From an optimization exercise on the open Yosys and OpenROAD flow, aimed at small area, a short achievable clock period and few clock cycles; shortcuts taken in it are not production practice.
Where RTL was checked, it was by simulation tests only, not by an equivalence proof against the original.
Power figures rest on the tool's default switching activity, not on a simulated workload.

Design depth_rainbow_colormap_unit, start of the top module:
module depth_rainbow_colormap_unit
#(
    parameter int DEPTH_BITS = 24
) (
    input  logic                 i_clk,
    input  logic                 i_rst_n,
    input  logic                 i_depth_valid,
    output logic                 o_depth_ready,
    input  logic [DEPTH_BITS-1:0] i_depth,
    output logic                 o_pixel_valid,
    input  logic                 i_pixel_ready,
    output logic [7:0]           o_blue,
    output logic [7:0]           o_green,
    output logic [7:0]           o_red,
    input  logic                 i_cfg_we,
    input  logic [drcm_pkg::CFG_IDX_W-1:0] i_cfg_idx,
    input  logic [drcm_pkg::DIST_W-1:0]    i_cfg_data
);
    localparam logic [10:1] CUTS = 10'b1111111111;
    localparam int NSTEP = 10;
    localparam logic [1:0] C_DIV = 2'd0, C_ZERO = 2'd1, C_FULL = 2'd2, C_BLACK = 2'd3;
    logic [15:0] r_near;
    logic [15:0] r_far;
    logic [15:0] r_den;
    logic        r_ok;
    logic [16:0] den_full;
    always_ff @(posedge i_clk) begin
        if (!i_rst_n) begin
            r_near <= 16'd0;
            r_far  <= 16'd10000;
        end else if (i_cfg_we) begin
            if (i_cfg_idx[0]) r_far  <= i_cfg_data;
            else              r_near <= i_cfg_data;
        end
    end
    assign den_full = {1'b0, r_far} - {1'b0, r_near};
    always_ff @(posedge i_clk) begin
        r_den <= den_full[15:0];
        r_ok  <= !den_full[16] && (den_full[15:0] != 16'd0);
    end
    logic en;
    assign en            = !o_pixel_valid || i_pixel_ready;
    assign o_depth_ready = en;
    logic        in_black;
  ...
For scale: roughly 320 flip-flops, about 72 I/O pins.
Settings: LEC_CHECK=0, CAP_MARGIN=20, CORE_MARGIN=2, CORE_UTILIZATION=40, SETUP_SLACK_MARGIN=2.0, SLEW_MARGIN=20, SYNTH_MEMORY_MAX_BITS=16384; clock period 6.0 ns.
run.sh (not shown) runs the stock make flow with config.mk's settings and CLKGATE_MAP_FILE= SYNTH_SCRIPT=/design/flow/synth_recipe.tcl, a recipe that flattens the netlist after the stock synthesis.
Then changed:
Settings changed: ABC_CLOCK_PERIOD_IN_PS set to 3000, SETUP_SLACK_MARGIN 2.0 to 2.8.
Result:
- design area goes up by a little under a tenth
- via count goes up by a few percent
- final cell count goes up by a few percent
- clock-buffer cell count goes up by 1
- worst hold slack stays flat
- wire length goes up by roughly a tenth
- sequential share of layout area goes down by 2.4 points
- non-clock buffer count goes up by 100
- global-route usage goes up by 2.1 points
- setup slack improved by 650 ps
Then changed:
Settings changed: ABC_CLOCK_PERIOD_IN_PS 3000 to 2500, SETUP_SLACK_MARGIN 2.8 to 3.3.
- The changed run ran to the end with no violations
- worst hold slack degrades by 11 ps
- first-iteration DRC count rises by about 12%
- register-to-register slack improved by 30 ps
- core utilization rose by 6.8 points
- cell area goes up by about 14%
Then changed:
Settings changed: ABC_CLOCK_PERIOD_IN_PS 2500 to unset, SETUP_SLACK_MARGIN 3.3 to unset.
What happened: Sequential power goes down by about 3%; cell count goes down by 8.2%; area after synthesis stays the same; power goes down by 25%; sequential share of layout area goes up by 6.7 points; global-route usage goes down by 4.2 points; wire length goes down by 20%; setup slack gets worse by 1000 ps; die area is unchanged; critical path depth goes down by 3; clock power goes up by about 2%.
No functional check of the RTL was part of any run of this note.

* * *

depth_rainbow_colormap_unit, a different RTL version from the one above (not shown whole).
Size: about 2800 cells after synthesis, about 320 flip-flops, roughly 0.023 mm^2 of cells after synthesis.
Settings: LEC_CHECK=0, ABC_AREA=1, CAP_MARGIN=20, CORE_MARGIN=2, CORE_UTILIZATION=60, SETUP_SLACK_MARGIN=2.9, SLEW_MARGIN=20, SYNTH_MEMORY_MAX_BITS=16384; clock period 6.0 ns.
The first run ran to the end with no violations.
Testbench counts at the start, summed over its fixed seeds: cycles 16,088.
==> next run, changes <==
- CORE_UTILIZATION: 60 -> 40
- SETUP_SLACK_MARGIN: 2.9 -> 2.8
Result: Fmax falls by a few percent. Routed wire length hardly moves. Clock skew is higher by 0.011 ns. Global-route usage went down by 9.9 points. Core utilization fell by 21 points. First-iteration DRC count came out lower by a few percent. Design area rose by a few percent. Sequential share of layout area shrinks by 0.80 points. Critical path depth went down by 6. Power grows slightly. Clock power rises by about a fifth.
==> next run, changes <==
- ABC_AREA: 1 -> unset
- ABC_CLOCK_PERIOD_IN_PS: unset -> 3000
- CORE_UTILIZATION: 40 -> 60
Outcome: First-iteration DRC count rises by 7.3%; combinational power falls by 9.8%; setup slack loses 0.13 ns; final area falls by 4.0%; maximum frequency falls by 4.0%; core utilization rises by 26 points; final cell count falls by 25%; via count falls by 11%; global-route usage rises by 8.7 points; clock-buffer cell count falls by 8; total power falls by 5.9%.

==> static timing again, ports no longer ideal <==
In the flow no input, the clock included, has a driving cell. The finished layouts below were timed again as built, in two steps.
Step 1: set_driving_cell puts a clkbuf_16 on i_clk and a buf_2 on each other input, an assumption about the parent block.
Step 2, shift: input delay + t, output delay - t, t = (earliest + latest rising clock arrival at the registers) / 2. This alone moves slack from input paths to output paths.
a / b / c = ideal ports / drivers / drivers and shift; a / b = the first two.
run	shift t [ns]	setup WS [ns]	hold WS [ns]	cell pins on the clock port's net
the first run of note 1	0.619	2.087 / 2.054 / 1.660	0.413 / 0.413 / 0.413	1
the second run of note 1	0.625	2.741 / 2.741 / 2.213	0.414 / 0.414 / 0.414	1
the third run of note 1	0.623	2.768 / 2.768 / 2.529	0.403 / 0.403 / 0.403	1
the fourth run of note 1	0.619	1.742 / 1.742 / 1.616	0.410 / 0.410 / 0.410	1
the first run of note 2	0.595	2.940 / 2.940 / 2.466	0.407 / 0.407 / 0.407	1
the second run of note 2	0.616	2.820 / 2.802 / 2.480	0.411 / 0.411 / 0.411	1
the third run of note 2	0.599	2.689 / 2.689 / 2.204	0.407 / 0.407 / 0.407	1
After both steps every run listed still meets setup and hold. For the second run of note 1, which loses most, drivers alone change the setup slack by 0.000 ns; drivers and shift together by -0.528 ns.
